This is an optimization exercise on Yosys and OpenROAD, whose aim is small area, a short achievable clock period and few clock cycles per item, not a production implementation.
Only simulation tests tie the RTL to the original design; equivalence was not proved.

==> flow/design.v, too long to show whole: its modules and the start of the top module <==
// module hilo_md_unit: 897 lines
module hilo_md_unit #(
    parameter int DATA_W    = 32,
    parameter int DIV_CNT_W = 6
) (
    input  logic              cpu_clk_50M,
    input  logic              cpu_rst_n,
    input  logic              flush_i,
    input  logic              op_valid_i,
    output logic              op_ready_o,
    input  logic [2:0]        op_i,
    input  logic              sign_i,
    input  logic [DATA_W-1:0] src_a_i,
    input  logic [DATA_W-1:0] src_b_i,
    output logic [DATA_W-1:0] hi_o,
    output logic [DATA_W-1:0] lo_o,
    output logic              done_o
);
  // ...
==> flow/run.sh <==
#!/bin/bash
# synth_recipe.tcl (not shown) runs the flow's synth.tcl, then flattens the netlist and writes it again
# the make line also repeats each setting of config.mk as NAME=value (left out here)
make -C /OpenROAD-flow-scripts/flow DESIGN_CONFIG=/design/flow/config.mk WORK_HOME=/design/flow/orfs CLKGATE_MAP_FILE= SYNTH_SCRIPT=/design/flow/synth_recipe.tcl finish
==> flow/config.mk <==
export PLATFORM = sky130hd
export DESIGN_NAME = hilo_md_unit
export DESIGN_NICKNAME = hilo_md_unit
export VERILOG_FILES = /design/flow/design.v
export SDC_FILE = /design/flow/constraint.sdc
export NUM_CORES = 4
export LEC_CHECK = 0
export ABC_AREA = 1
export CAP_MARGIN = 20
export CORE_MARGIN = 2
export CORE_UTILIZATION = 40
export SETUP_SLACK_MARGIN = 5
export SLEW_MARGIN = 20
==> flow/constraint.sdc <==
create_clock -name core_clock -period 14.0 [get_ports {cpu_clk_50M}]
set_input_delay 2.8000 -clock core_clock [delete_from_list [all_inputs] [get_ports {cpu_clk_50M}]]
set_output_delay 2.8000 -clock core_clock [all_outputs]
set_load 0.01 [all_outputs]
==> run_results.csv, run 1 <==
group,metric,value,unit
outcome,status,"no timing/DRC/antenna violations",
cells_and_area,bufAreaShareNonClock,0.0506,
synth,netlist_area,0.0476,mm2
die,die_y,349,um
synth,synthCells,5871,
setup_path,reg2reg_to,"hl_s_q[63]$_DFFE_PP0P_",
routing,drc,0,
setup_path,cp.depth,23,
cells_and_area,buffers_excl_clock,270,
synth,ys_seq_elements,233,
run,drv_cap,0,
synth,synth_largest_area_cell,"fa_1",
synth,synthesis.nets,6832,
synth,ys_types,70,
synth,yosys.area.top_type_share,0.281,
grt,grt_overflow,0,
cells_and_area,area.sequential,0.00566,mm2
routing,first_pass_iters,8,
routing,vias,45300,
synth,synth-compound-area-share,0.152,
setup_path,reg2reg_slack,5720,ps
routing,route.met3.wl,27200,um
die,ios,138,
placement,place_area,0.0503,mm2
cells_and_area,layout-drive-gt1-share,0.0720,
grt,grtUsageMet1,0.464,
synth,synth_ff_type,"dfrtp_1",
Testbench counts, summed over its fixed seeds: cycles 15,359, ops 12,000.
==> inputs of run 2 (changes only) <==
--- a/flow/design.v
+++ b/flow/design.v
@@ -826,64 +826,63 @@
         w_q_end = quo[DATA_W-1:0];
         w_q33   = quo;
     end
     logic              w_qn;
     logic [DATA_W-1:0] w_q_res, w_r_res;
     assign w_qn    = qneg_q & (|w_q_end);
     assign w_q_res = w_q_end ^ {DATA_W{w_qn}};
     assign w_r_res = w_r_end ^ {DATA_W{rneg_q}};
+    logic            w_ld_mul, w_div_end, w_div_start;
+    logic [c_w2-1:0] w_s_oth, w_c_oth;
+    assign w_ld_mul    = w_accept & ((op_i == c_op_mult) | (op_i == c_op_madd) |
+                                     (op_i == c_op_msub));
+    assign w_div_end   = busy_q & ~flush_i & (cnt_q == '0);
+    assign w_div_start = w_accept & (op_i == c_op_div) & ~w_b_zero & ~w_div_quick;
+    always_comb begin : hl_other
+        w_s_oth = hl_s_q;
+        w_c_oth = hl_c_q;
+        if (w_div_end) begin
+            w_s_oth = {w_r_res, w_q_res};
+            w_c_oth = {{(DATA_W-1){1'b0}}, rneg_q, {(DATA_W-1){1'b0}}, w_qn};
+        end else if (w_accept) begin
+            case (op_i)
+                c_op_mthi: begin
+                    w_s_oth = {src_a_i, w_hl[DATA_W-1:0]};
+                    w_c_oth = '0;
+                end
+                c_op_mtlo: begin
+                    w_s_oth = {w_hl[c_w2-1:DATA_W], src_a_i};
+                    w_c_oth = '0;
+                end
+                c_op_div: begin
+                    if (w_b_zero) begin
+                        w_s_oth = {src_a_i, {DATA_W{1'b1}}};
+                        w_c_oth = '0;
+                    end else if (w_div_quick) begin
+                        w_s_oth = {src_a_i, {DATA_W{1'b0}}};
+                        w_c_oth = '0;
+                    end
+                end
+                default: ;
+            endcase
+        end
+    end
     always_ff @(posedge cpu_clk_50M or posedge cpu_rst_n) begin
         if (cpu_rst_n) begin
             busy_q <= 1'b0;
             done_q <= 1'b0;
             hl_s_q <= '0;
             hl_c_q <= '0;
         end else begin
-            done_q <= 1'b0;
-            if (busy_q) begin
-                if (flush_i) begin
-                    busy_q <= 1'b0;
-                end else if (cnt_q == '0) begin
-                    busy_q <= 1'b0;
-                    done_q <= 1'b1;
-                    hl_s_q <= {w_r_res, w_q_res};
-                    hl_c_q <= {{(DATA_W-1){1'b0}}, rneg_q, {(DATA_W-1){1'b0}}, w_qn};
-                end
-            end else if (w_accept) begin
-                case (op_i)
-                    c_op_mthi: begin
-                        hl_s_q <= {src_a_i, w_hl[DATA_W-1:0]};
-                        hl_c_q <= '0;
-                    end
-                    c_op_mtlo: begin
-                        hl_s_q <= {w_hl[c_w2-1:DATA_W], src_a_i};
-                        hl_c_q <= '0;
-                    end
-                    c_op_mult, c_op_madd, c_op_msub: begin
-                        hl_s_q <= w_tree_s;
-                        hl_c_q <= w_tree_c;
-                        done_q <= 1'b1;
-                    end
-                    c_op_div: begin
-                        if (w_b_zero) begin
-                            hl_s_q <= {src_a_i, {DATA_W{1'b1}}};
-                            hl_c_q <= '0;
-                            done_q <= 1'b1;
-                        end else if (w_div_quick) begin
-                            hl_s_q <= {src_a_i, {DATA_W{1'b0}}};
-                            hl_c_q <= '0;
-                            done_q <= 1'b1;
-                        end else begin
-                            busy_q <= 1'b1;
-                        end
-                    end
-                    default: ;
-                endcase
-            end
+            busy_q <= busy_q ? ~(flush_i | (cnt_q == '0)) : w_div_start;
+            done_q <= w_div_end | w_ld_mul |
+                      (w_accept & (op_i == c_op_div) & (w_b_zero | w_div_quick));
+            hl_s_q <= w_ld_mul ? w_tree_s : w_s_oth;
+            hl_c_q <= w_ld_mul ? w_tree_c : w_c_oth;
         end
     end
     always_ff @(posedge cpu_clk_50M) begin
         if (busy_q) begin
             rem_q <= w_r_end;
             quo_q <= w_q33;
             cnt_q <= cnt_q - 4'd1;
         end else begin
==> run 2 against run 1 <==
  * Count of clock-buffer cells in the layout grew 18
  * Largest cell class unchanged
  * Cell count rose by 2.1%
  * Clock skew shrank 15 ps
==> run_results.csv, run 2 <==
group,metric,value,unit
synth,synth_largest_area_cell,"fa_1",
synth,synth_ff_type,"dfrtp_1",
die,die_y,348,um
sta,slew-limit-headroom,0.170,
synth,synthCells,5999,
die,ios,138,
clock_tree,cts.clk_slew.worst_paths,60,ps
routing,vias,47100,
cells_and_area,area_growth,10.8,%
cells_and_area,area.sequential,0.00566,mm2
outcome,status,"no timing/DRC/antenna violations",
clock_tree,htree_levels,2,
die,row_count,126,
routing,viasPerCell,6.30,
die,die_w,348,um
setup_path,cp.required,14530,ps
synth,netlist_area,0.0474,mm2
clock_tree,postCtsHoldBufs,0,
cells_and_area,num-fill-cells,11700,
cells_and_area,final_nets,6871,
cells_and_area,layout_common_cells,"1078 x nand2_1, 679 x xor2_1, 669 x fa_1",
synth,synthMostInstantiatedCell,"nand2_1",
synth,synth-edff-count,34,
synth,ys_async_sr_fraction,0.558,
sta,holdWs,501,ps
die,fp.dieArea,0.121,mm2
sta,max_slew.worst_pin.slew,1230,ps
clock_tree,clockRootBuffer,"clkbuf_16",
sta,layout_min_cycle_time,8940,ps
setup_path,crit_slowest_cell,"clkdlybuf4s50_1",
setup_path,startpoint_type,"primary input",
cells_and_area,utilization,0.446,
clock_tree,numCtsBuffers,38,
clock_tree,clock_sinks,233,
setup_path,setup.worst_path.class,"in -> reg",
synth,synth_common_cells,"1114 x nand2_1, 709 x xor2_1, 669 x fa_1, 593 x inv_1, 533 x o22ai_1",
placement,port_buffers,137,
routing,drtIter0Drc,6289,
setup_path,crit_path_max_fanout,48,
placement,dp_hpwl,154000,um
synth,yosysWarnings,2,
sta,drv_slew,0,
sta,min_period_over_period,0.638,
cells_and_area,layout-drive-gt1-share,0.0662,
cells_and_area,fin_area,0.0525,mm2
grt,grt_pass1_wl,329000,um
sta,setup_viol,0,
routing,drc,0,
synth,ys_seq_elements,233,
hold_path,hp-class,"reg -> reg",
routing,wl_per_cell,30.2,um
placement,routabilityCongestion,1.00,
cells_and_area,final_common_cell,"nand2_1",
sta,rsz0062_at_grt,"true",
sta,max_freq,0.112,GHz
placement,place_area,0.0502,mm2
clock_tree,insertion_delay,650,ps
sta,final.setup.tns,0,ps
setup_path,slowest_delay,590,ps
run,drv_cap,0,
cells_and_area,reg_top3,"hl_c_q (64), hl_s_q (64), quo_q (33)",
die,start_util,0.402,
synth,avgSynthCellArea,7.90,um2
grt,grt_max_degree,84,
clock_tree,clock_path_buffers,3,
grt,antenna_found_initial,7,
routing,routed_wl,226000,um
placement,place_inst,7364,
grt,grt_overflow,0,
die,fp.coreArea,0.118,mm2
sta,setup_slack,5060,ps
routing,antenna_left,0,
routing,first_pass_iters,8,
setup_path,path_cells,"clkdlybuf4s50_1 > inv_1 > nor2_4 > buf_8 > nand2_8 > buf_8 > xor2_4 > clkbuf_8 > inv_1 > fa_1 > inv_1 > fa_1 > fa_1 > fa_1 > fa_1 > fa_1 > inv_1 > fa_1 > ha_1 > a22o_1",
synth,ys_types,60,
grt,gr-usage-all-layers,0.369,
setup_path,timing.critical_path.mode_cell,"fa_1",
grt,grt_pass1_vias,47600,
cells_and_area,multi_input_area,0.0385,mm2
synth,yosys.area.top_type_share,0.283,
clock_tree,cts_tree,"built",
sta,fin_skew,32.6,ps
sta,hold_viol,0,
synth,ys_seq_area_frac,0.119,
setup_path,cp_data_arrival_time,9470,ps
placement,detailedPlace.worstSlack,2680,ps
synth,synthesis.nets,6961,
setup_path,endpoint_kind,"flip-flop",
cells_and_area,stdcell_count,7481,
synth,synthTopCellsByArea,"fa_1 28%, xor2_1 13%, nand2_1 8.8%, o22ai_1 7.0%, dfrtp_1 6.9%",
[run 2: cell types whose count changed after synthesis, moves of 20 or more]
cell | previous run | this run
o31ai_2 | 60 | 0
o21ai_0 | 193 | 334
nand3_1 | 330 | 263
buf_1 | 47 | 15
inv_1 | 506 | 593
a22o_1 | 0 | 20
nand2_1 | 1091 | 1114
a21oi_1 | 191 | 128
nor2_1 | 327 | 390
buf_2 | 61 | 21
clkbuf_1 | 285 | 361
[run 2: worst max-delay path, delay by kind of cell]
family                   cells  cell delay [ps]
buffers and inverters        8             2230
XOR/XNOR                     1              180
AND/OR/NAND/NOR              2              460
AO/OA/AOI/OAI                1              220
adder cells (fa/ha/maj)      8             3380
[run 2: path summary, 6_finish.rpt]
check,startpoint,to,slack [ps],cells after the start
worst min-delay path,quo_q[4]$_DFF_P_,quo_q[7]$_DFF_P_,500,2
max in group asynchronous,cpu_rst_n,hl_s_q[44]$_DFFE_PP0P_,9770,3
worst max-delay path,op_i[2],hl_c_q[33]$_DFFE_PP0P_,5060,20
worst max register to register,dvs_q[24]$_DFFE_PN_,hl_s_q[63]$_DFFE_PP0P_,5430,45
min in group asynchronous,cpu_rst_n,hl_c_q[19]$_DFFE_PP0P_,2710,2
worst min register to register,quo_q[4]$_DFF_P_,quo_q[7]$_DFF_P_,500,2
[run 2: cell families after synthesis]
group | count (synthesis) | share of synthesized area
AND/OR/NAND/NOR | 1902 | 0.165
multiplexers | 3 | 0.000634
AO/OA/AOI/OAI | 1170 | 0.147
flip-flops | 233 | 0.119
XOR/XNOR | 751 | 0.140
adder cells (fa/ha/maj) | 890 | 0.341
buffers and inverters | 1050 | 0.0865
[run 2: cell type report]
type | instances | area share
multi-input combinational | 4721 | 0.734
sequential | 233 | 0.108
timing repair buffer | 276 | 0.0509
inverter | 635 | 0.0458
tap | 1536 | 0.0366
clock buffer | 52 | 0.0212
clock inverter | 18 | 0.00324
timing repair inverter | 4 | 0.000572
antenna | 6 | 0.000286
[run 2: per-layer routing]
metal / share of wire / wire, um / vias to the layer above / track usage
met2: 0.43 / 96700 / 3504 / 0.557
met1: 0.36 / 82000 / 23100 / 0.455
li1: - / - / 19500 / -
met4: 0.086 / 19500 / 0 / 0.252
met3: 0.12 / 27600 / 1048 / 0.111
met5: 0 / 0 / - / 0
[run 2: what timing repair did]
item,in CTS,in global routing
buffers inserted,22,9
gates cloned,6,3
endpoints found under the setup margin,191,191
pin swaps,8,6
hold endpoints to repair,0,0
gates resized for setup,73,109
Testbench counts of run 2, summed over its fixed seeds: cycles 15,359, ops 12,000.
==> inputs of run 3 (changes only) <==
==> flow/flow/run.sh (new file) <==
#!/bin/bash
set -euo pipefail
export SETUP_SLACK_MARGIN=5
export BUFFER_PORTS_ARGS="-buffer_cell sky130_fd_sc_hd__buf_4"
bash standard.sh finish > standard.log 2>&1
==> flow/standard.sh (new file) <==
#!/bin/bash
# synth_recipe.tcl (not shown) runs the flow's synth.tcl, then flattens the netlist and writes it again
# the make line also repeats each setting of config.mk as NAME=value (left out here)
make -C /OpenROAD-flow-scripts/flow DESIGN_CONFIG=/design/flow/config.mk WORK_HOME=/design/flow/orfs CLKGATE_MAP_FILE= SYNTH_SCRIPT=/design/flow/synth_recipe.tcl "${@:-finish}"
--- a/flow/config.mk
+++ b/flow/config.mk
@@ -11,3 +11,2 @@
 export CORE_UTILIZATION = 40
-export SETUP_SLACK_MARGIN = 5
 export SLEW_MARGIN = 20
removed: flow/run.sh
==> run 3 against run 2 <==
  * Still clean on timing, DRC and antenna
  * Global-route usage decreased by 1.0 points
  * Sequential share of layout area increased by 0.16 points
  * Setup slack improved by 25 ps
  * Count of clock-buffer cells in the layout shrank 2
  * Critical path depth fell by 3
  * Synthesized cell count unchanged
  * Wire length shrank 3.0%
  * Register-to-register slack better by 60 ps
==> run_results.csv, run 3 <==
group,metric,value,unit
synth,synthTopCellsByArea,"fa_1 28%, xor2_1 13%, nand2_1 8.8%, o22ai_1 7.0%, dfrtp_1 6.9%",
synth,synth_largest_area_cell,"fa_1",
synth,netlist_area,0.0474,mm2
setup_path,crit_path_max_fanout,37,
die,start_util,0.402,
cells_and_area,final_nets,6843,
clock_tree,clockRootBuffer,"clkbuf_16",
routing,drc,0,
sta,drv_slew,0,
clock_tree,cts_tree,"built",
cells_and_area,num-fill-cells,11700,
sta,slew-limit-headroom,0.122,
setup_path,reg2reg_to,"hl_s_q[61]$_DFFE_PP0P_",
cells_and_area,layout-drive-gt1-share,0.0819,
grt,grt_pass1_vias,47100,
cells_and_area,final_common_cell,"nand2_1",
synth,synthesis.nets,6961,
setup_path,r2r_start,"dvs_q[0]$_DFFE_PN_",
hold_path,whs_path_depth,2,
grt,grt_overflow,0,
die,row_count,126,
clock_tree,numCtsBuffers,40,
synth,yosys.area.top_type_share,0.283,
sta,min_period_over_period,0.637,
routing,vias,46700,
routing,drtIter0Drc,6098,
placement,dp_hpwl,150000,um
synth,ys_async_sr_fraction,0.558,
setup_path,cp.required,14540,ps
grt,gr-usage-all-layers,0.359,
synth,ys_types,60,
sta,final.setup.tns,0,ps
synth,yosysWarnings,2,
clock_tree,cts.clk_slew.worst_paths,70,ps
routing,first_pass_iters,9,
sta,fin_skew,39.0,ps
clock_tree,insertion_delay,650,ps
cells_and_area,layout_common_cells,"1079 x nand2_1, 678 x xor2_1, 669 x fa_1",
placement,routabilityCongestion,1.04,
die,die_w,348,um
setup_path,r2r_cells,45,
synth,synth_ff_type,"dfrtp_1",
die,ios,138,
sta,hold_viol,0,
run,drv_cap,0,
clock_tree,clock_path_buffers,3,
routing,wl_met1,80100,um
hold_path,hp-start,"hl_s_q[61]$_DFFE_PP0P_",
hold_path,hold_end,"hl_s_q[61]$_DFFE_PP0P_",
synth,ys_seq_area_frac,0.119,
placement,place_area,0.0498,mm2
routing,wl_met2,92400,um
routing,top_layer,"met5",
setup_path,endpoint_kind,"flip-flop",
setup_path,cp_data_arrival_time,9450,ps
sta,rsz0062_at_grt,"true",
routing,viasPerCell,6.26,
hold_path,hp-class,"reg -> reg",
outcome,status,"no timing/DRC/antenna violations",
die,fp.coreArea,0.118,mm2
setup_path,setup.worst_path.class,"in -> reg",
grt,grt_pass1_wl,321000,um
synth,avgSynthCellArea,7.90,um2
die,die_y,348,um
cells_and_area,reg_top3,"hl_c_q (64), hl_s_q (64), quo_q (33)",
clock_tree,clock_sinks,233,
cells_and_area,fin_area,0.0518,mm2
sta,max_freq,0.112,GHz
grt,grt_max_degree,82,
routing,routed_wl,219000,um
sta,max_slew.worst_pin.slew,1300,ps
grt,antenna_found_initial,11,
routing,wl_per_cell,29.4,um
cells_and_area,area_growth,9.23,%
placement,place_inst,7355,
clock_tree,htree_levels,2,
placement,port_buffers,137,
setup_path,reg2reg_slack,5490,ps
synth,synth-edff-count,34,
routing,route.met3.wl,27000,um
die,fp.dieArea,0.121,mm2
synth,ys_seq_elements,233,
setup_path,startpoint_type,"primary input",
sta,setup_viol,0,
synth,synthMostInstantiatedCell,"nand2_1",
synth,synth_common_cells,"1114 x nand2_1, 709 x xor2_1, 669 x fa_1, 593 x inv_1, 533 x o22ai_1",
synth,synthCells,5999,
routing,antenna_left,0,
sta,layout_min_cycle_time,8910,ps
cells_and_area,stdcell_count,7454,
-- run 3: cell families (layout without fill, tap and decap cells) --
logic type / count (synthesis) / after routing / synth area share
flip-flops: 233 / 233 / 0.119
other: 0 / 7 / 0
AO/OA/AOI/OAI: 1170 / 1170 / 0.147
AND/OR/NAND/NOR: 1902 / 1905 / 0.165
buffers and inverters: 1050 / 959 / 0.0865
adder cells (fa/ha/maj): 890 / 890 / 0.341
multiplexers: 3 / 3 / 0.000634
XOR/XNOR: 751 / 751 / 0.140
-- run 3: cell type report --
cell class                 count  area [um2]  area share
clock inverter                22         215     0.00416
clock buffer                  50        1110      0.0215
antenna                        7        17.5    0.000338
inverter                     635        2400      0.0464
timing repair buffer         251        1990      0.0384
multi-input combinational   4719       38400       0.743
tap                         1536        1920      0.0371
timing repair inverter         1        7.51    0.000145
sequential                   233        5660       0.109
-- run 3: timing repair --
action                     CTS  global route
setup buffers                6             8
gates resized for setup     29            82
hold buffers                 0             0
gates cloned                 2             2
setup endpoints to repair  185           177
pin swaps                    2             5
-- run 3: metal layers --
layer,vias to the layer above,global-route usage
met3,1091,0.112
met1,22700,0.445
met4,10,0.251
met5,-,0.0100
met2,3445,0.531
li1,19400,-
-- run 3: how the worst max path moves through the flow --
| stage | to | depth (start not counted) | slack, ps | startpoint |
|---|---|---|---|---|
| 6_report | hl_c_q[33]$_DFFE_PP0P_ | 17 | 5090 | op_i[2] |
| 2_1_floorplan | hl_c_q[33]$_DFFE_PP0P_ | 19 | 5760 | op_i[2] |
| 3_5_place_dp | rem_q[11]$_DFF_P_ | 32 | 3390 | sign_i |
| 3_3_place_gp | rem_q[11]$_DFF_P_ | 32 | 3240 | sign_i |
| 4_1_cts | hl_s_q[34]$_DFFE_PP0P_ | 20 | 5000 | op_i[2] |
| 5_1_grt | rem_q[24]$_DFF_P_ | 29 | 4940 | sign_i |
-- run 3: worst max-delay path, stage by stage --
cell and delay (ps):
buf_4 130, inv_1 220, nor2_4 100, nand2_4 610
buf_6 510, xor2_4 720, buf_4 570, xor2_1 150
fa_1 410, fa_1 400, fa_1 550, fa_1 590
fa_1 520, inv_1 50, fa_1 490, ha_1 320
a22o_1 210
-- run 3: stage by stage --
step	utilization	setup WS [ps]	hold slack, ps
after floorplan	-	5760	433
after global placement	0.423	3240	495
after detailed placement	0.423	3390	501
after CTS	0.436	5000	516
after global routing	0.439	4940	552
final	0.440	5090	517
==> inputs of run 4 (changes only) <==
==> flow/flow/run.sh (replaced) <==
#!/bin/bash
set -euo pipefail
export SETUP_SLACK_MARGIN=8
export BUFFER_PORTS_ARGS="-buffer_cell sky130_fd_sc_hd__buf_4"
bash standard.sh finish > standard.log 2>&1
==> run 4 against run 3 <==
  * Design area increased by 28%
  * Synthesized cell count stayed put
==> run_results.csv, run 4 <==
group,metric,value,unit
outcome,status,"no timing/DRC/antenna violations",
clock_tree,htree_levels,2,
synth,synthCells,5999,
grt,grt_max_degree,78,
synth,ys_types,60,
setup_path,crit_path_max_fanout,36,
clock_tree,numCtsBuffers,36,
setup_path,critPathBufInv,8,
cells_and_area,final_common_cell,"nand2_1",
setup_path,cp_data_arrival_time,8130,ps
setup_path,cp_top_family,"compound AO/OA/AOI/OAI gates",
cells_and_area,stdcell_count,7973,
sta,final.setup.tns,0,ps
cells_and_area,area_growth,39.7,%
placement,dp_hpwl,142000,um
routing,first_pass_iters,11,
synth,synthMostInstantiatedCell,"nand2_1",
clock_tree,clock_sinks,233,
sta,fin_skew,54.0,ps
routing,viasPerCell,6.47,
placement,port_buffers,137,
die,die_y,348,um
grt,antenna_found_initial,6,
sta,rsz0062_at_grt,"true",
synth,synthesis.nets,6961,
synth,yosysWarnings,2,
hold_path,hp-class,"reg -> reg",
die,ios,138,
sta,max_freq,0.131,GHz
die,fp.coreArea,0.118,mm2
grt,gr-usage-all-layers,0.396,
setup_path,crit_slowest_cell,"fa_2",
sta,drv_slew,0,
sta,slew-limit-headroom,0.246,
routing,antenna_left,0,
clock_tree,insertion_delay,670,ps
synth,synth_largest_area_cell,"fa_1",
synth,ys_async_sr_fraction,0.558,
synth,netlist_area,0.0474,mm2
clock_tree,clock_path_buffers,3,
setup_path,slowest_delay,490,ps
synth,synth_ff_type,"dfrtp_1",
grt,grt_overflow,0,
clock_tree,clockRootBuffer,"clkbuf_16",
sta,holdWs,510,ps
routing,drtIter0Drc,7969,
grt,grt_pass1_vias,51400,
cells_and_area,layout_common_cells,"816 x nand2_1, 586 x xor2_1, 541 x fa_1",
die,start_util,0.402,
routing,drc,0,
cells_and_area,num-fill-cells,9897,
run,drv_cap,0,
synth,synth_common_cells,"1114 x nand2_1, 709 x xor2_1, 669 x fa_1, 593 x inv_1, 533 x o22ai_1",
setup_path,cp.required,14500,ps
routing,vias,51600,
cells_and_area,reg_top3,"hl_c_q (64), hl_s_q (64), quo_q (33)",
sta,layout_min_cycle_time,7630,ps
clock_tree,cts_tree,"built",
placement,detailedPlace.worstSlack,4010,ps
synth,yosys.area.top_type_share,0.283,
routing,routed_wl,251000,um
setup_path,setup.worst_path.class,"in -> reg",
sta,max_slew.worst_pin.slew,1130,ps
routing,wl_per_cell,31.4,um
sta,setup_slack,6370,ps
clock_tree,cts.clk_slew.worst_paths,60,ps
die,fp.dieArea,0.121,mm2
setup_path,startpoint_type,"primary input",
synth,synth-edff-count,34,
synth,synthTopCellsByArea,"fa_1 28%, xor2_1 13%, nand2_1 8.8%, o22ai_1 7.0%, dfrtp_1 6.9%",
cells_and_area,final_nets,7369,
setup_path,endpoint_kind,"flip-flop",
sta,hold_viol,0,
synth,avgSynthCellArea,7.90,um2
cells_and_area,multi_input_area,0.0457,mm2
cells_and_area,layout-drive-gt1-share,0.317,
synth,ys_seq_elements,233,
die,die_w,348,um
placement,routabilityCongestion,0.976,
die,row_count,126,
grt,grt_pass1_wl,352000,um
synth,ys_seq_area_frac,0.119,
cells_and_area,area.sequential,0.00566,mm2
placement,place_inst,7357,
sta,setup_viol,0,
sta,min_period_over_period,0.545,
[run 4: cell counts after synthesis]
Identical to the previous run, type by type.
[run 4: logic make-up after synthesis]
logic type | count (synthesis) | share of synthesized area
AOI/OAI and AO/OA | 1170 | 0.147
xor gates and xnor gates | 751 | 0.140
muxes | 3 | 0.000634
adders and majority gates | 890 | 0.341
and+or+nand+nor | 1902 | 0.165
DFF | 233 | 0.119
buffers and inverters | 1050 | 0.0865
[run 4: area by class of cell]
class / count / area share
clock inverter: 18 / 0.00359
clock buffer: 48 / 0.0155
timing repair buffer: 745 / 0.137
multi-input combinational: 4750 / 0.690
tap: 1536 / 0.0290
inverter: 635 / 0.0385
timing repair inverter: 6 / 0.00151
sequential: 233 / 0.0854
antenna: 2 / 0.0000756
[run 4: final timing paths]
path,start,end,slack [ps],depth (start not counted)
worst max-delay path,src_a_i[28],quo_q[26]$_DFF_P_,6370,28
worst min-delay path,hl_s_q[63]$_DFFE_PP0P_,hl_s_q[63]$_DFFE_PP0P_,510,2
worst max register to register,dvs_q[0]$_DFFE_PN_,hl_s_q[56]$_DFFE_PP0P_,6660,49
worst min register to register,hl_s_q[63]$_DFFE_PP0P_,hl_s_q[63]$_DFFE_PP0P_,510,2
max in group asynchronous,cpu_rst_n,hl_c_q[37]$_DFFE_PP0P_,10320,3
min in group asynchronous,cpu_rst_n,hl_c_q[32]$_DFFE_PP0P_,2300,2
[run 4: per-layer routing]
layer / GRT usage / part of all wire
met1: 0.478 / 0.34
met4: 0.290 / 0.099
met2: 0.561 / 0.40
met3: 0.165 / 0.15
met5: 0.0172 / 0.0043
[run 4: worst register-to-register path, delay by kind of cell, from the launching register on]
family	cells	cell delay (ps)
flip-flops	1	410
AO/OA/AOI/OAI	11	1360
buffers and inverters	10	1000
AND/OR/NAND/NOR	22	2370
adder cells (fa/ha/maj)	6	2080
[run 4: repair_timing]
item / 4_1_cts / 5_1_grt
gates resized for setup: 1203 / 549
hold buffers: 0 / 0
setup endpoints to repair: 251 / 249
pin swaps: 298 / 295
setup buffers: 328 / 121
gates cloned: 88 / 10
[run 4: through the flow]
| stage | area, um2 | utilization |
|---|---|---|
| 2_1_floorplan | 49600 | - |
| 3_3_place_gp | 50900 | 0.433 |
| 3_5_place_dp | 50900 | 0.433 |
| 4_1_cts | 62500 | 0.530 |
| 5_1_grt | 66200 | 0.562 |
| 6_report | 66200 | 0.562 |
==> inputs of run 5 (changes only) <==
==> flow/flow/run.sh (replaced) <==
#!/bin/bash
set -euo pipefail
export SETUP_SLACK_MARGIN=7.0
export BUFFER_PORTS_ARGS="-buffer_cell sky130_fd_sc_hd__buf_4"
bash standard.sh finish > standard.log 2>&1
==> run 5 against run 4 <==
  * Fmax up 2.4%
  * Setup slack better by 180 ps
  * Wire length down 5.2%
  * Cell count down 1.9%
  * Critical path depth up 4
  * Utilization down 3.7 points
  * Die area unchanged
  * Design area down 6.5%
  * Flip-flop and latch count unchanged
  * Critical path type unchanged
==> run_results.csv, run 5 <==
group,metric,value,unit
grt,gr-usage-all-layers,0.378,
synth,netlist_area,0.0474,mm2
setup_path,reg2reg_to,"hl_s_q[44]$_DFFE_PP0P_",
cells_and_area,reg_top3,"hl_c_q (64), hl_s_q (64), quo_q (33)",
hold_path,hold_end,"quo_q[32]$_DFF_P_",
routing,wl_per_cell,30.4,um
sta,final.setup.tns,0,ps
synth,synth_largest_area_cell,"fa_1",
synth,yosysWarnings,2,
routing,routed_wl,238000,um
synth,synth-edff-count,34,
cells_and_area,final_common_cell,"nand2_1",
cells_and_area,layout_common_cells,"909 x nand2_1, 616 x xor2_1, 587 x fa_1",
outcome,status,"no timing/DRC/antenna violations",
die,ios,138,
setup_path,crit_path_max_fanout,7,
routing,antenna_left,0,
setup_path,slowest_delay,490,ps
routing,drc,0,
setup_path,r2r_cells,46,
setup_path,startpoint_type,"primary input",
placement,routabilityCongestion,1.00,
synth,synth_ff_type,"dfrtp_1",
routing,drtIter0Drc,7154,
placement,place_area,0.0507,mm2
die,fp.dieArea,0.121,mm2
cells_and_area,final_nets,7215,
synth,ys_seq_elements,233,
synth,synthTopCellsByArea,"fa_1 28%, xor2_1 13%, nand2_1 8.8%, o22ai_1 7.0%, dfrtp_1 6.9%",
hold_path,hp-class,"reg -> reg",
clock_tree,cts_tree,"built",
grt,antenna_found_initial,11,
hold_path,whs_path_depth,2,
grt,grt_max_degree,69,
grt,busiest_layer,"met2",
cells_and_area,layout-drive-gt1-share,0.258,
cells_and_area,fin_area,0.0619,mm2
synth,synthesis.nets,6961,
sta,max_freq,0.134,GHz
grt,grtUsageMet1,0.466,
sta,setup_viol,0,
setup_path,crit_slowest_cell,"fa_2",
sta,min_period_over_period,0.533,
clock_tree,clock_sinks,233,
sta,drv_slew,0,
placement,port_buffers,137,
synth,synth_common_cells,"1114 x nand2_1, 709 x xor2_1, 669 x fa_1, 593 x inv_1, 533 x o22ai_1",
synth,ys_types,60,
placement,dp_hpwl,144000,um
synth,avgSynthCellArea,7.90,um2
synth,ys_async_sr_fraction,0.558,
sta,fin_skew,32.5,ps
synth,ys_seq_area_frac,0.119,
sta,layout_min_cycle_time,7460,ps
sta,rsz0062_at_grt,"true",
setup_path,timing.critical_path.mode_cell,"inv_2",
clock_tree,postCtsHoldBufs,0,
clock_tree,htree_levels,2,
grt,grt_overflow,0,
sta,hold_viol,0,
cells_and_area,multi_input_area,0.0432,mm2
hold_path,hp-start,"quo_q[29]$_DFF_P_",
routing,viasPerCell,6.41,
die,start_util,0.402,
clock_tree,numCtsBuffers,36,
sta,max_slew.worst_pin.slew,1170,ps
routing,first_pass_iters,8,
grt,met2_usage,0.548,
sta,slew-limit-headroom,0.223,
synth,yosys.area.top_type_share,0.283,
cells_and_area,area.sequential,0.00566,mm2
setup_path,setup.worst_path.class,"in -> reg",
clock_tree,insertion_delay,620,ps
setup_path,endpoint_kind,"flip-flop",
cells_and_area,area_growth,30.6,%
cells_and_area,num-fill-cells,10500,
grt,grt_use_met3,0.154,
setup_path,cp.required,14520,ps
setup_path,cp_data_arrival_time,7980,ps
clock_tree,clock_path_buffers,3,
routing,vias,50200,
die,row_count,126,
setup_path,reg2reg_slack,6600,ps
clock_tree,cts.clk_slew.worst_paths,60,ps
grt,grt_pass1_wl,338000,um
die,fp.coreArea,0.118,mm2
grt,grt_pass1_vias,49200,
run,drv_cap,0,
die,die_y,348,um
clock_tree,clockRootBuffer,"clkbuf_16",
die,die_w,348,um
setup_path,r2r_start,"quo_q[32]$_DFF_P_",
synth,synthMostInstantiatedCell,"nand2_1",
synth,synthCells,5999,
-- run 5: cell counts after synthesis --
Identical to the previous run, type by type.
-- run 5: final cells by class --
type	instances	area share
inverters	635	0.0405
clock buffers	42	0.0156
flip-flops and latches	233	0.0914
well taps	1536	0.0310
repair inverters	6	0.00107
multi-input cells	4727	0.698
diodes	6	0.000243
repair buffers	614	0.116
clock inverters	23	0.00598
-- run 5: repair_timing --
action,4_1_cts,5_1_grt
pin swaps,172,193
gates resized for setup,827,458
endpoints found under the hold margin,0,0
setup buffers,211,107
gates cloned,62,11
endpoints found under the setup margin,242,223
-- run 5: critical path: cells and delay by family --
| kind | cells | cell delay [ps] |
|---|---|---|
| compound gates | 8 | 1230 |
| xor+xnor | 1 | 190 |
| fa+ha+maj | 4 | 1370 |
| buf+inv | 9 | 1000 |
| simple gates | 10 | 1350 |
-- run 5: how the worst max path moves through the flow --
| stage | from | endpoint | slack, ps | cells past startpoint |
|---|---|---|---|---|
| 3_5_place_dp | sign_i | rem_q[20]$_DFF_P_ | 3700 | 33 |
| 4_1_cts | sign_i | rem_q[8]$_DFF_P_ | 6770 | 31 |
| 5_1_grt | dvs_q[18]$_DFFE_PN_ | hl_s_q[44]$_DFFE_PP0P_ | 6390 | 48 |
| 3_3_place_gp | sign_i | rem_q[20]$_DFF_P_ | 3560 | 33 |
| 6_report | sign_i | rem_q[4]$_DFF_P_ | 6540 | 32 |
| 2_1_floorplan | op_i[2] | hl_s_q[36]$_DFFE_PP0P_ | 6710 | 20 |
-- run 5: cell families after synthesis --
| group | after synthesis | share of synthesized area |
|---|---|---|
| compound gates | 1170 | 0.147 |
| fa+ha+maj | 890 | 0.341 |
| xor+xnor | 751 | 0.140 |
| simple gates | 1902 | 0.165 |
| mux | 3 | 0.000634 |
| flops | 233 | 0.119 |
| buf+inv | 1050 | 0.0865 |
-- run 5: per-layer routing --
| layer | up-vias | routed length [um] |
|---|---|---|
| met1 | 24300 | 83800 |
| li1 | 20300 | - |
| met2 | 4281 | 98000 |
| met5 | - | 116 |
| met3 | 1368 | 35400 |
| met4 | 10 | 20300 |
-- run 5: stage by stage --
stage,cells,worst slack [ps],hold WS (ps),utilization
CTS,7698,6770,485,0.499
floorplan,5999,6710,433,-
global placement,7360,3560,491,0.430
finish,7822,6540,483,0.526
global route,7817,6390,519,0.526
detailed placement,7360,3700,473,0.430
==> inputs of run 6 (changes only) <==
==> flow/flow/run.sh (replaced) <==
#!/bin/bash
set -euo pipefail
export SETUP_SLACK_MARGIN=5.5
export BUFFER_PORTS_ARGS="-buffer_cell sky130_fd_sc_hd__buf_4"
bash standard.sh finish > standard.log 2>&1
==> run 6 against run 5 <==
  * Largest cell class unchanged
  * Register-to-register slack worse by 750 ps
  * Still clean
  * Synthesized area unchanged
  * Count of clock-buffer cells in the layout grew 8
  * Utilization decreased by 8.0 points
==> run_results.csv, run 6 <==
group,metric,value,unit
die,start_util,0.402,
placement,place_inst,7355,
synth,synthMostInstantiatedCell,"nand2_1",
placement,routabilityCongestion,1.04,
hold_path,hp-class,"reg -> reg",
cells_and_area,area_growth,10.8,%
synth,synthMuxAreaShare,0.000634,
synth,ys_async_sr_fraction,0.558,
routing,first_pass_iters,6,
clock_tree,clockRootBuffer,"clkbuf_16",
sta,setup_viol,0,
routing,drtIter0Drc,6479,
clock_tree,cts_tree,"built",
grt,grtUsageMet1,0.446,
synth,synthTopCellsByArea,"fa_1 28%, xor2_1 13%, nand2_1 8.8%, o22ai_1 7.0%, dfrtp_1 6.9%",
cells_and_area,layout-drive-gt1-share,0.0938,
synth,ys_seq_elements,233,
synth,synth-edff-count,34,
die,row_count,126,
cells_and_area,multi_input_area,0.0388,mm2
grt,grt_max_degree,82,
synth,netlist_area,0.0474,mm2
run,drv_cap,0,
grt,met2_usage,0.535,
outcome,status,"no timing/DRC/antenna violations",
grt,grt_pass1_wl,322000,um
grt,grt_use_met3,0.112,
synth,synth-compound-area-share,0.147,
synth,yosysWarnings,2,
cells_and_area,layout_common_cells,"1076 x nand2_1, 672 x xor2_1, 669 x fa_1",
synth,synthSimpleGateAreaFrac,0.165,
routing,wl_per_cell,29.4,um
setup_path,endpoint_kind,"flip-flop",
setup_path,critPathCapture,"hl_c_q[33]$_DFFE_PP0P_",
setup_path,crit_path_max_fanout,35,
setup_path,reg2reg_to,"hl_s_q[61]$_DFFE_PP0P_",
synth,synth_xor_area_frac,0.140,
clock_tree,numCtsBuffers,40,
sta,fin_skew,31.8,ps
clock_tree,cts.clk_slew.worst_paths,60,ps
die,ios,138,
sta,max_slew.worst_pin.slew,1200,ps
sta,drv_slew,0,
sta,max_freq,0.117,GHz
synth,synthesis.nets,6961,
sta,rsz0062_at_grt,"false",
setup_path,cp_data_arrival_time,9070,ps
cells_and_area,utilization,0.446,
sta,holdWs,517,ps
synth,synth_largest_area_cell,"fa_1",
routing,drc,0,
synth,synth_ff_type,"dfrtp_1",
sta,min_period_over_period,0.609,
setup_path,reg2reg_slack,5850,ps
routing,antenna_left,0,
grt,antenna_found_initial,12,
clock_tree,postCtsHoldBufs,0,
clock_tree,htree_levels,2,
synth,ys_types,60,
synth,synth_common_cells,"1114 x nand2_1, 709 x xor2_1, 669 x fa_1, 593 x inv_1, 533 x o22ai_1",
cells_and_area,num-fill-cells,11700,
synth,ys_seq_area_frac,0.119,
cells_and_area,fin_area,0.0525,mm2
routing,routed_wl,220000,um
setup_path,setup.worst_path.class,"in -> reg",
cells_and_area,area.sequential,0.00566,mm2
cells_and_area,reg_top3,"hl_c_q (64), hl_s_q (64), quo_q (33)",
clock_tree,insertion_delay,650,ps
routing,vias,47000,
synth,synth_top_family_by_area,"adder cells",
grt,grt_pass1_vias,47300,
cells_and_area,final_nets,6879,
grt,busiest_layer,"met2",
die,fp.dieArea,0.121,mm2
die,die_y,348,um
setup_path,cp.required,14540,ps
die,fp.coreArea,0.118,mm2
setup_path,startpoint_type,"primary input",
die,die_w,348,um
placement,place_area,0.0498,mm2
placement,port_buffers,137,
synth,synthCells,5999,
sta,slew-limit-headroom,0.191,
cells_and_area,stdcell_count,7488,
setup_path,startpoint,"src_b_i[5]",
synth,synth-adder-area-share,0.341,
grt,gr-usage-all-layers,0.360,
synth,yosys.area.top_type_share,0.283,
clock_tree,clock_sinks,233,
routing,viasPerCell,6.27,
setup_path,r2r_start,"dvs_q[0]$_DFFE_PN_",
grt,grt_overflow,0,
sta,final.setup.tns,0,ps
setup_path,r2r_cells,45,
sta,layout_min_cycle_time,8520,ps
synth,avgSynthCellArea,7.90,um2
placement,dp_hpwl,150000,um
cells_and_area,final_common_cell,"nand2_1",
clock_tree,clock_path_buffers,3,
sta,hold_viol,0,
run 6: changes by cell type in the layout (fill, tap and decap cells not counted), moves of 58 or more:
cell	before	now
fa_1	587	669
buf_4	400	258
nand2_2	128	28
o21ai_2	79	12
nand3_1	162	249
inv_1	526	584
nand2_1	909	1076
buf_12	72	10
fa_2	82	0
o21ai_0	186	286
nor2_1	298	385
nand3_2	69	11
run 6: per-stage QoR:
stage	setup slack (ps)
floorplan	5760
global placement	3240
detailed placement	3390
CTS	5400
global route	5480
finish	5480
run 6: layer usage:
metal  routed length [um]  share of wire
met5                  249         0.0011
met4                19200          0.087
met3                26800           0.12
met2                93300           0.42
met1                80700           0.37
run 6: worst min path at each step:
stage	start	to	slack (ps)	depth (start not counted)
2_1_floorplan	quo_q[29]$_DFF_P_	quo_q[32]$_DFF_P_	430	2
3_3_place_gp	hl_c_q[63]$_DFFE_PP0P_	hl_c_q[63]$_DFFE_PP0P_	490	2
3_5_place_dp	hl_c_q[63]$_DFFE_PP0P_	hl_c_q[63]$_DFFE_PP0P_	500	2
4_1_cts	hl_s_q[61]$_DFFE_PP0P_	hl_s_q[61]$_DFFE_PP0P_	520	2
5_1_grt	quo_q[3]$_DFF_P_	quo_q[6]$_DFF_P_	550	2
6_report	hl_s_q[61]$_DFFE_PP0P_	hl_s_q[61]$_DFFE_PP0P_	520	2
run 6: area by class of cell:
| cell class | count | area share |
|---|---|---|
| multi-input combinational | 4722 | 0.739 |
| sequential | 233 | 0.108 |
| inverter | 635 | 0.0458 |
| timing repair buffer | 283 | 0.0449 |
| tap | 1536 | 0.0366 |
| clock buffer | 50 | 0.0212 |
| clock inverter | 22 | 0.00410 |
| timing repair inverter | 2 | 0.000286 |
| antenna | 5 | 0.000238 |
run 6: critical path, stage by stage:
cell and delay, ps:
buf_4 180, inv_1 170, nand2_1 90, nand2_2 750, nand2_2 830, o22ai_1 390
xor2_1 140, fa_1 500, fa_1 430, fa_1 550, fa_1 600, fa_1 520
inv_1 50, fa_1 490, ha_1 320, a22o_1 210
run 6: kinds of logic (layout without fill, tap and decap cells):
family	after synthesis	count (layout)
AOI/OAI and AO/OA	1170	1170
xor gates and xnor gates	751	751
adders and majority gates	890	890
buffers and inverters	1050	992
DFF	233	233
muxes	3	3
other	0	5
and+or+nand+nor	1902	1908
run 6: repair_timing:
item / in CTS / in global routing
gates resized for setup: 81 / 134
setup buffers: 15 / 31
pin swaps: 4 / 15
gates cloned: 4 / 4
endpoints found under the setup margin: 204 / 200
==> inputs of run 7 (changes only) <==
==> flow/flow/run.sh (replaced) <==
#!/bin/bash
set -euo pipefail
export SETUP_SLACK_MARGIN=6.25
export BUFFER_PORTS_ARGS="-buffer_cell sky130_fd_sc_hd__buf_4"
bash standard.sh finish > standard.log 2>&1
==> run 7 against run 6 <==
  * Register-to-register slack improved by 710 ps
  * Highest routed layer unchanged
  * Critical path type unchanged
  * Synthesized cell count is the same
  * Wire length barely moved
  * Largest cell class unchanged
  * Clock skew up 9.8 ps
  * Critical path depth grew 13
  * Design area increased by 4.6%
  * Die area unchanged
==> run_results.csv, run 7 <==
group,metric,value,unit
cells_and_area,layout_common_cells,"1061 x nand2_1, 664 x fa_1, 657 x xor2_1",
die,start_util,0.402,
synth,synth_ff_type,"dfrtp_1",
setup_path,endpoint_kind,"flip-flop",
clock_tree,numCtsBuffers,35,
synth,ys_async_sr_fraction,0.558,
cells_and_area,area_growth,15.9,%
routing,antenna_left,0,
sta,setup_viol,0,
cells_and_area,reg_top3,"hl_c_q (64), hl_s_q (64), quo_q (33)",
cells_and_area,layout-drive-gt1-share,0.136,
clock_tree,postCtsHoldBufs,0,
cells_and_area,final_common_cell,"nand2_1",
routing,vias,47600,
synth,ys_types,60,
clock_tree,insertion_delay,630,ps
setup_path,cp.required,14480,ps
die,row_count,126,
grt,grt_pass1_vias,47200,
sta,max_slew.worst_pin.slew,1160,ps
clock_tree,clock_sinks,233,
clock_tree,cts_tree,"built",
synth,avgSynthCellArea,7.90,um2
sta,layout_min_cycle_time,7690,ps
outcome,status,"no timing/DRC/antenna violations",
setup_path,setup.worst_path.class,"in -> reg",
cells_and_area,final_nets,7010,
setup_path,crit_slowest_cell,"buf_6",
synth,synth-edff-count,34,
sta,min_period_over_period,0.549,
placement,place_inst,7365,
placement,routabilityCongestion,0.994,
routing,drc,0,
synth,netlist_area,0.0474,mm2
synth,ys_seq_area_frac,0.119,
sta,drv_slew,0,
synth,yosysWarnings,2,
cells_and_area,num-fill-cells,11500,
routing,drtIter0Drc,6308,
die,die_y,348,um
sta,hold_viol,0,
grt,grt_max_degree,70,
clock_tree,clock_path_buffers,3,
routing,first_pass_iters,8,
setup_path,slowest_delay,340,ps
setup_path,crit_path_max_fanout,31,
routing,routed_wl,220000,um
run,drv_cap,0,
setup_path,timing.critical_path.mode_cell,"inv_1",
sta,fin_skew,41.6,ps
synth,yosys.area.top_type_share,0.283,
placement,place_area,0.0498,mm2
synth,synth_common_cells,"1114 x nand2_1, 709 x xor2_1, 669 x fa_1, 593 x inv_1, 533 x o22ai_1",
sta,max_freq,0.130,GHz
synth,synthMostInstantiatedCell,"nand2_1",
placement,port_buffers,137,
routing,wl_per_cell,28.9,um
synth,ys_seq_elements,233,
hold_path,hp-class,"reg -> reg",
die,fp.dieArea,0.121,mm2
sta,slew-limit-headroom,0.224,
grt,grt_pass1_wl,319000,um
clock_tree,clockRootBuffer,"clkbuf_16",
clock_tree,cts.clk_slew.worst_paths,60,ps
synth,synthTopCellsByArea,"fa_1 28%, xor2_1 13%, nand2_1 8.8%, o22ai_1 7.0%, dfrtp_1 6.9%",
cells_and_area,fin_area,0.0549,mm2
clock_tree,htree_levels,2,
synth,synthCells,5999,
sta,holdWs,512,ps
routing,viasPerCell,6.26,
setup_path,startpoint_type,"primary input",
sta,final.setup.tns,0,ps
die,ios,138,
die,die_w,348,um
placement,dp_hpwl,145000,um
setup_path,cp_data_arrival_time,8170,ps
grt,grt_overflow,0,
synth,synthesis.nets,6961,
grt,antenna_found_initial,3,
synth,synth_largest_area_cell,"fa_1",
grt,gr-usage-all-layers,0.354,
die,fp.coreArea,0.118,mm2
sta,rsz0062_at_grt,"true",
cells_and_area,stdcell_count,7610,
-- run 7: cell counts after synthesis --
No cell type changed its count.
-- run 7: area by class of cell --
type | instances | area (um2) | area share
Antenna cell | 2 | 5.00 | 0.0000911
Clock buffer | 43 | 927 | 0.0169
Clock inverter | 18 | 179 | 0.00326
Inverter | 635 | 2430 | 0.0443
Multi-Input combinational cell | 4729 | 40000 | 0.728
Sequential cell | 233 | 5660 | 0.103
Tap cell | 1536 | 1920 | 0.0350
Timing Repair Buffer | 409 | 3760 | 0.0684
Timing Repair inverter | 5 | 37.5 | 0.000683
-- run 7: critical path, delay by kind of cell --
kind | cells | cell delay [ps]
buf+inv | 11 | 1910
simple gates | 9 | 1380
fa+ha+maj | 3 | 830
compound gates | 4 | 820
xor+xnor | 2 | 380
-- run 7: timing repair --
action	in CTS	in global routing
pin swaps	24	66
resized for setup	283	269
buffers inserted	50	106
gates cloned	19	7
endpoints found under the setup margin	229	199
-- run 7: final timing paths --
kind	start	end	slack (ps)	depth (start not counted)
max	sign_i	rem_q[8]$_DFF_P_	6310	29
min	hl_s_q[63]$_DFFE_PP0P_	hl_s_q[63]$_DFFE_PP0P_	510	2
max reg2reg	dvs_q[0]$_DFFE_PN_	rem_q[17]$_DFF_P_	6560	45
min reg2reg	hl_s_q[63]$_DFFE_PP0P_	hl_s_q[63]$_DFFE_PP0P_	510	2
max in group asynchronous	cpu_rst_n	hl_c_q[3]$_DFFE_PP0P_	10130	3
min in group asynchronous	cpu_rst_n	hl_s_q[58]$_DFFE_PP0P_	2340	2
-- run 7: logic make-up (layout without fill, tap and decap cells) --
group / after synthesis / count (layout) / share of synthesized area
xor gates and xnor gates: 751 / 751 / 0.140
muxes: 3 / 3 / 0.000634
DFF: 233 / 233 / 0.119
AOI/OAI and AO/OA: 1170 / 1170 / 0.147
and+or+nand+nor: 1902 / 1915 / 0.165
adders and majority gates: 890 / 890 / 0.341
other: 0 / 2 / 0
buffers and inverters: 1050 / 1110 / 0.0865
-- run 7: metrics by stage --
step	utilization	setup slack (ps)
2_1_floorplan	-	6240
3_3_place_gp	0.423	3340
3_5_place_dp	0.423	3600
4_1_cts	0.449	6230
5_1_grt	0.466	6140
6_report	0.466	6310
-- run 7: metal layers --
layer / track usage / share of wire / wire length [um] / vias to the layer above
li1: - / - / - / 19800
met1: 0.457 / 0.38 / 82600 / 23200
met2: 0.522 / 0.42 / 93000 / 3694
met3: 0.122 / 0.14 / 30200 / 936
met4: 0.183 / 0.064 / 14000 / 10
met5: 0.00920 / 0.0013 / 291 / -
==> inputs of run 8 (changes only) <==
==> flow/flow/run.sh (replaced) <==
#!/bin/bash
set -euo pipefail
export SETUP_SLACK_MARGIN=6.5
export BUFFER_PORTS_ARGS="-buffer_cell sky130_fd_sc_hd__buf_4"
bash standard.sh finish > standard.log 2>&1
==> run 8 against run 7 <==
  * First-iteration DRC count increased by 3.3%
  * Clock skew increased by 16 ps
  * Critical path depth increased by 5
  * Setup slack improved by 150 ps
  * Fmax increased by 1.9%
  * Hold slack got worse by 1.3 ps
  * Synthesized area unchanged
  * Non-clock buffer count increased by 63
  * Critical path type unchanged
  * Largest cell class unchanged
==> run_results.csv, run 8 <==
group,metric,value,unit
outcome,status,"no timing/DRC/antenna violations",
sta,final.setup.tns,0,ps
sta,hold_viol,0,
synth,netlist_area,0.0474,mm2
clock_tree,clockRootBuffer,"clkbuf_16",
clock_tree,cts_tree,"built",
synth,synthTopCellsByArea,"fa_1 28%, xor2_1 13%, nand2_1 8.8%, o22ai_1 7.0%, dfrtp_1 6.9%",
sta,max_slew.worst_pin.slew,1130,ps
die,ios,138,
clock_tree,clock_path_buffers,3,
grt,antenna_found_initial,4,
setup_path,reg2reg_to,"hl_s_q[42]$_DFFE_PP0P_",
placement,routabilityCongestion,0.999,
routing,vias,48400,
cells_and_area,utilization,0.484,
hold_path,hp-class,"reg -> reg",
sta,slew-limit-headroom,0.245,
cells_and_area,final_common_cell,"nand2_1",
clock_tree,htree_levels,2,
setup_path,cp.depth,34,
setup_path,crit_slowest_cell,"fa_2",
placement,port_buffers,137,
synth,yosys.area.top_type_share,0.283,
setup_path,reg2reg_slack,6740,ps
cells_and_area,layout-drive-gt1-share,0.167,
cells_and_area,reg_top3,"hl_c_q (64), hl_s_q (64), quo_q (33)",
synth,synthCells,5999,
cells_and_area,final_nets,7071,
routing,viasPerCell,6.31,
setup_path,timing.critical_path.mode_cell,"nand2_1",
clock_tree,cts.clk_slew.worst_paths,60,ps
die,row_count,126,
setup_path,startpoint_type,"primary input",
routing,first_pass_iters,8,
clock_tree,postCtsHoldBufs,0,
synth,synth_ff_type,"dfrtp_1",
synth,synth_common_cells,"1114 x nand2_1, 709 x xor2_1, 669 x fa_1, 593 x inv_1, 533 x o22ai_1",
synth,ys_types,60,
setup_path,crit_path_max_fanout,20,
sta,drv_slew,0,
cells_and_area,layout_common_cells,"1022 x nand2_1, 657 x fa_1, 651 x xor2_1",
routing,routed_wl,228000,um
sta,setup_viol,0,
die,fp.dieArea,0.121,mm2
routing,wl_per_cell,29.7,um
run,drv_cap,0,
clock_tree,insertion_delay,650,ps
routing,drtIter0Drc,6518,
clock_tree,numCtsBuffers,37,
synth,ys_seq_elements,233,
setup_path,endpoint_kind,"flip-flop",
clock_tree,clock_sinks,233,
die,die_y,348,um
hold_path,whs_path_depth,2,
synth,synthesis.nets,6961,
routing,drc,0,
sta,min_period_over_period,0.539,
hold_path,hp-start,"quo_q[29]$_DFF_P_",
synth,ys_async_sr_fraction,0.558,
sta,fin_skew,58.1,ps
routing,antenna_left,0,
synth,avgSynthCellArea,7.90,um2
setup_path,r2r_cells,49,
placement,dp_hpwl,146000,um
grt,grt_pass1_vias,47500,
setup_path,r2r_start,"dvs_q[0]$_DFFE_PN_",
synth,synth-edff-count,34,
die,fp.coreArea,0.118,mm2
grt,grt_overflow,0,
hold_path,hold_end,"quo_q[32]$_DFF_P_",
setup_path,slowest_delay,470,ps
synth,ys_seq_area_frac,0.119,
sta,max_freq,0.133,GHz
cells_and_area,num-fill-cells,11200,
setup_path,cp.required,14520,ps
die,die_w,348,um
setup_path,setup.worst_path.class,"in -> reg",
sta,layout_min_cycle_time,7540,ps
die,start_util,0.402,
setup_path,cp_data_arrival_time,8050,ps
cells_and_area,area_growth,20.3,%
grt,grt_max_degree,68,
synth,synthMostInstantiatedCell,"nand2_1",
grt,grt_pass1_wl,323000,um
synth,yosysWarnings,2,
setup_path,critPathBufInv,9,
setup_path,cp_top_family,"simple AND/OR/NAND/NOR gates",
sta,rsz0062_at_grt,"true",
grt,gr-usage-all-layers,0.359,
synth,synth_largest_area_cell,"fa_1",
[run 8: per-layer routing]
metal / up-vias / part of all wire / global-route usage
met5: - / 0.00020 / 0
met4: 6 / 0.075 / 0.200
met3: 1001 / 0.14 / 0.119
met2: 3796 / 0.42 / 0.530
met1: 23700 / 0.37 / 0.461
li1: 19900 / - / -
[run 8: layout make-up]
cell class / instances / area, um2 / area share
diodes: 3 / 7.51 / 0.000132
clock inverters: 15 / 214 / 0.00375
repair inverters: 5 / 37.5 / 0.000658
multi-input cells: 4725 / 40700 / 0.714
inverters: 635 / 2440 / 0.0429
clock buffers: 51 / 1040 / 0.0183
well taps: 1536 / 1920 / 0.0337
repair buffers: 472 / 5000 / 0.0877
flip-flops and latches: 233 / 5660 / 0.0992
[run 8: repair_timing]
| action | in CTS | in global routing |
|---|---|---|
| buffers inserted | 67 | 124 |
| pin swaps | 57 | 122 |
| setup endpoints to repair | 235 | 204 |
| resized for setup | 411 | 409 |
| gates cloned | 22 | 26 |
[run 8: logic make-up (layout without fill, tap and decap cells)]
kind of cell,after synthesis,in the layout,share of synthesized area
AND/OR/NAND/NOR,1902,1911,0.165
AO/OA/AOI/OAI,1170,1170,0.147
buffers and inverters,1050,1178,0.0865
adder cells (fa/ha/maj),890,890,0.341
XOR/XNOR,751,751,0.140
flip-flops,233,233,0.119
multiplexers,3,3,0.000634
other,0,3,0
[run 8: how the worst max path moves through the flow]
stage / end / startpoint
6_report: rem_q[22]$_DFF_P_ / sign_i
5_1_grt: rem_q[9]$_DFF_P_ / sign_i
4_1_cts: hl_s_q[38]$_DFFE_PP0P_ / src_b_i[1]
3_5_place_dp: rem_q[22]$_DFF_P_ / sign_i
3_3_place_gp: rem_q[23]$_DFF_P_ / sign_i
2_1_floorplan: hl_s_q[36]$_DFFE_PP0P_ / op_i[2]
[run 8: through the flow]
stage / area [um2] / hold slack, ps / worst slack, ps / cells
floorplan: 47900 / 433 / 6480 / 5999
global placement: 49900 / 489 / 3390 / 7367
detailed placement: 49900 / 487 / 3580 / 7367
CTS: 53800 / 513 / 6440 / 7522
global route: 57000 / 537 / 6280 / 7672
finish: 57000 / 511 / 6460 / 7675
[run 8: worst reg2reg max path: cells and delay by family (launching register included)]
kind	cells	cell delay, ps
AOI/OAI and AO/OA	9	1290
xor gates and xnor gates	1	160
adders and majority gates	5	1610
buffers and inverters	9	1070
DFF	1	380
and+or+nand+nor	25	2660
==> inputs of run 9 (changes only) <==
==> flow/flow/run.sh (replaced) <==
#!/bin/bash
set -euo pipefail
export SETUP_SLACK_MARGIN=6.0
export BUFFER_PORTS_ARGS="-buffer_cell sky130_fd_sc_hd__buf_4"
bash standard.sh finish > standard.log 2>&1
==> run 9 against run 8 <==
  * Largest cell class unchanged
  * Synthesized area stayed put
  * Hold slack worse by 22 ps
  * Sequential share of layout area is 0.65 points higher
  * Utilization is 3.0 points lower
  * Wire length is 5.7% lower
  * Design area is 6.1% lower
  * Global-route usage is 1.5 points lower
  * Count of clock-buffer cells in the layout is 6 lower
  * Clock skew is 2.3 ps higher
  * Still clean
==> run_results.csv, run 9 <==
group,metric,value,unit
sta,final.setup.tns,0,ps
synth,synth_xor_area_frac,0.140,
hold_path,whs_path_depth,2,
die,ios,138,
synth,yosys.area.top_type_share,0.283,
cells_and_area,layout-drive-gt1-share,0.112,
clock_tree,insertion_delay,650,ps
synth,avgSynthCellArea,7.90,um2
cells_and_area,stdcell_count,7534,
cells_and_area,final_common_cell,"nand2_1",
synth,synth_common_cells,"1114 x nand2_1, 709 x xor2_1, 669 x fa_1, 593 x inv_1, 533 x o22ai_1",
synth,ys_seq_elements,233,
placement,dp_hpwl,143000,um
sta,fin_skew,60.3,ps
sta,rsz0062_at_grt,"true",
routing,first_pass_iters,9,
setup_path,critPathBufInv,9,
grt,grt_overflow,0,
clock_tree,clockRootBuffer,"clkbuf_16",
cells_and_area,final_nets,6930,
synth,synth_top_family_by_area,"adder cells",
grt,grt_pass1_vias,46300,
routing,viasPerCell,6.24,
sta,max_slew.worst_pin.slew,957,ps
outcome,status,"no timing/DRC/antenna violations",
cells_and_area,layout_common_cells,"1079 x nand2_1, 666 x xor2_1, 666 x fa_1",
die,row_count,126,
synth,ys_seq_area_frac,0.119,
setup_path,r2r_cells,48,
die,fp.coreArea,0.118,mm2
grt,grt_max_degree,74,
die,die_w,348,um
cells_and_area,area_growth,13.0,%
sta,drv_slew,0,
setup_path,startpoint,"src_b_i[31]",
synth,synthMuxAreaShare,0.000634,
sta,layout_min_cycle_time,7890,ps
grt,antenna_found_initial,4,
hold_path,hp-start,"quo_q[29]$_DFF_P_",
sta,min_period_over_period,0.564,
synth,synth-compound-area-share,0.147,
synth,synth-adder-area-share,0.341,
grt,grt_pass1_wl,311000,um
grt,gr-usage-all-layers,0.344,
setup_path,startpoint_type,"primary input",
die,start_util,0.402,
synth,yosysWarnings,2,
sta,hold_viol,0,
clock_tree,postCtsHoldBufs,0,
synth,synthSimpleGateAreaFrac,0.165,
synth,synth_largest_area_cell,"fa_1",
setup_path,slowest_delay,310,ps
synth,synth_ff_type,"dfrtp_1",
synth,ys_types,60,
routing,vias,47000,
sta,slew-limit-headroom,0.362,
placement,routabilityCongestion,0.990,
setup_path,setup.worst_path.class,"in -> reg",
clock_tree,cts.clk_slew.worst_paths,60,ps
synth,netlist_area,0.0474,mm2
synth,synthTopCellsByArea,"fa_1 28%, xor2_1 13%, nand2_1 8.8%, o22ai_1 7.0%, dfrtp_1 6.9%",
setup_path,timing.critical_path.mode_cell,"inv_1",
sta,holdWs,489,ps
synth,synthCells,5999,
synth,synthesis.nets,6961,
synth,synth-edff-count,34,
placement,place_inst,7368,
setup_path,crit_slowest_cell,"mux2i_4",
setup_path,r2r_start,"dvs_q[0]$_DFFE_PN_",
setup_path,cp.depth,30,
sta,setup_viol,0,
routing,drtIter0Drc,6424,
setup_path,endpoint_kind,"flip-flop",
routing,drc,0,
setup_path,cp_top_family,"simple AND/OR/NAND/NOR gates",
clock_tree,cts_tree,"built",
cells_and_area,reg_top3,"hl_c_q (64), hl_s_q (64), quo_q (33)",
synth,synthMostInstantiatedCell,"nand2_1",
routing,antenna_left,0,
synth,ys_async_sr_fraction,0.558,
setup_path,cp_data_arrival_time,8290,ps
run,drv_cap,0,
hold_path,hp-class,"reg -> reg",
routing,routed_wl,215000,um
setup_path,crit_path_max_fanout,24,
clock_tree,clock_sinks,233,
routing,wl_per_cell,28.5,um
sta,max_freq,0.127,GHz
die,fp.dieArea,0.121,mm2
clock_tree,htree_levels,2,
placement,port_buffers,137,
clock_tree,clock_path_buffers,3,
die,die_y,348,um
setup_path,cp.required,14400,ps
clock_tree,numCtsBuffers,36,
==> run 9: cell counts after synthesis <==
No cell type changed its count.
==> run 9: cell type report <==
class                      count  area (um2)
inverter                     635        2420
antenna                        2        5.00
clock buffer                  45        1020
timing repair inverter         2        15.0
timing repair buffer         331        2960
tap                         1536        1920
multi-input combinational   4729       39300
sequential                   233        5660
fill                       11500       64200
clock inverter                21         201
==> run 9: worst reg2reg max path: cells and delay by family (launching register included) <==
kind / cells / cell delay, ps
simple gates: 27 / 2940
fa+ha+maj: 6 / 1940
compound gates: 9 / 1480
flops: 1 / 390
buf+inv: 4 / 380
xor+xnor: 2 / 360
==> run 9: final timing paths <==
| check | end | slack (ps) |
|---|---|---|
| max | rem_q[0]$_DFF_P_ | 6110 |
| min | quo_q[32]$_DFF_P_ | 490 |
| max reg2reg | hl_s_q[63]$_DFFE_PP0P_ | 6410 |
| min reg2reg | quo_q[32]$_DFF_P_ | 490 |
| max in group asynchronous | hl_s_q[5]$_DFFE_PP0P_ | 10190 |
| min in group asynchronous | hl_c_q[29]$_DFFE_PP0P_ | 2340 |
==> run 9: per-stage QoR <==
step / worst slack, ps / util / cell area (um2)
2_1_floorplan: 6000 / - / 47500
3_3_place_gp: 3570 / 0.423 / 49900
3_5_place_dp: 3730 / 0.423 / 49900
4_1_cts: 6000 / 0.442 / 52100
5_1_grt: 5860 / 0.455 / 53500
6_report: 6110 / 0.455 / 53500
==> run 9: repair_timing <==
action	4_1_cts	5_1_grt
gates cloned	12	10
buffers inserted	26	50
pin swaps	8	33
resized for setup	156	234
setup endpoints to repair	223	201
==> run 9: cells by family after synthesis <==
group                    after synthesis
AO/OA/AOI/OAI                       1170
adder cells (fa/ha/maj)              890
AND/OR/NAND/NOR                     1902
flip-flops                           233
multiplexers                           3
XOR/XNOR                             751
buffers and inverters               1050
==> run 9: layer usage <==
metal | global-route usage | wire [um] | vias to the layer above
met5 | 0 | 138 | -
met4 | 0.180 | 14000 | 4
met3 | 0.112 | 29400 | 900
met2 | 0.507 | 90400 | 3501
met1 | 0.448 | 80800 | 23000
li1 | - | - | 19600

[separate check: timing with driven ports]
The flow's constraints put no driver on any port. The routed layouts listed below were extracted and timed again, unchanged, in two steps. Step 1 sets driving cells, clkbuf_16 on the clock port and buf_2 on the other inputs (assumed; they add their load-dependent delay and slew). Step 2 also shifts input and output timing later by t, the mid clock arrival at the registers, as if the neighbouring blocks saw the same clock. Slacks: ideal ports / drivers / drivers and shift; pairs: ideal ports / drivers.
run | t, ns | setup WS [ns] | hold WS [ns] | worst register clock-pin slew, ns | worst data-port slew with drivers (ns)
run 1 | 0.701 | 5.198 / 5.172 / 4.472 | 0.517 / 0.517 / 0.517 | 0.08 / 0.08 | 0.12
run 2 | 0.714 | 5.062 / 5.111 / 4.398 | 0.501 / 0.501 / 0.501 | 0.07 / 0.07 | 0.09
run 3 | 0.704 | 5.087 / 5.135 / 4.431 | 0.517 / 0.517 / 0.517 | 0.07 / 0.07 | 0.12
run 4 | 0.723 | 6.366 / 6.354 / 5.631 | 0.510 / 0.510 / 0.510 | 0.07 / 0.07 | 0.17
run 5 | 0.683 | 6.543 / 6.511 / 5.828 | 0.483 / 0.483 / 0.483 | 0.07 / 0.07 | 0.10
run 6 | 0.707 | 5.476 / 5.514 / 4.807 | 0.517 / 0.517 / 0.517 | 0.07 / 0.07 | 0.12
run 7 | 0.676 | 6.314 / 6.225 / 5.549 | 0.512 / 0.512 / 0.512 | 0.07 / 0.07 | 0.16
run 8 | 0.695 | 6.460 / 6.390 / 5.695 | 0.511 / 0.511 / 0.511 | 0.07 / 0.07 | 0.14
run 9 | 0.682 | 6.107 / 6.054 / 5.371 | 0.489 / 0.489 / 0.489 | 0.07 / 0.07 | 0.13
After both steps setup and hold are still met in every run listed.
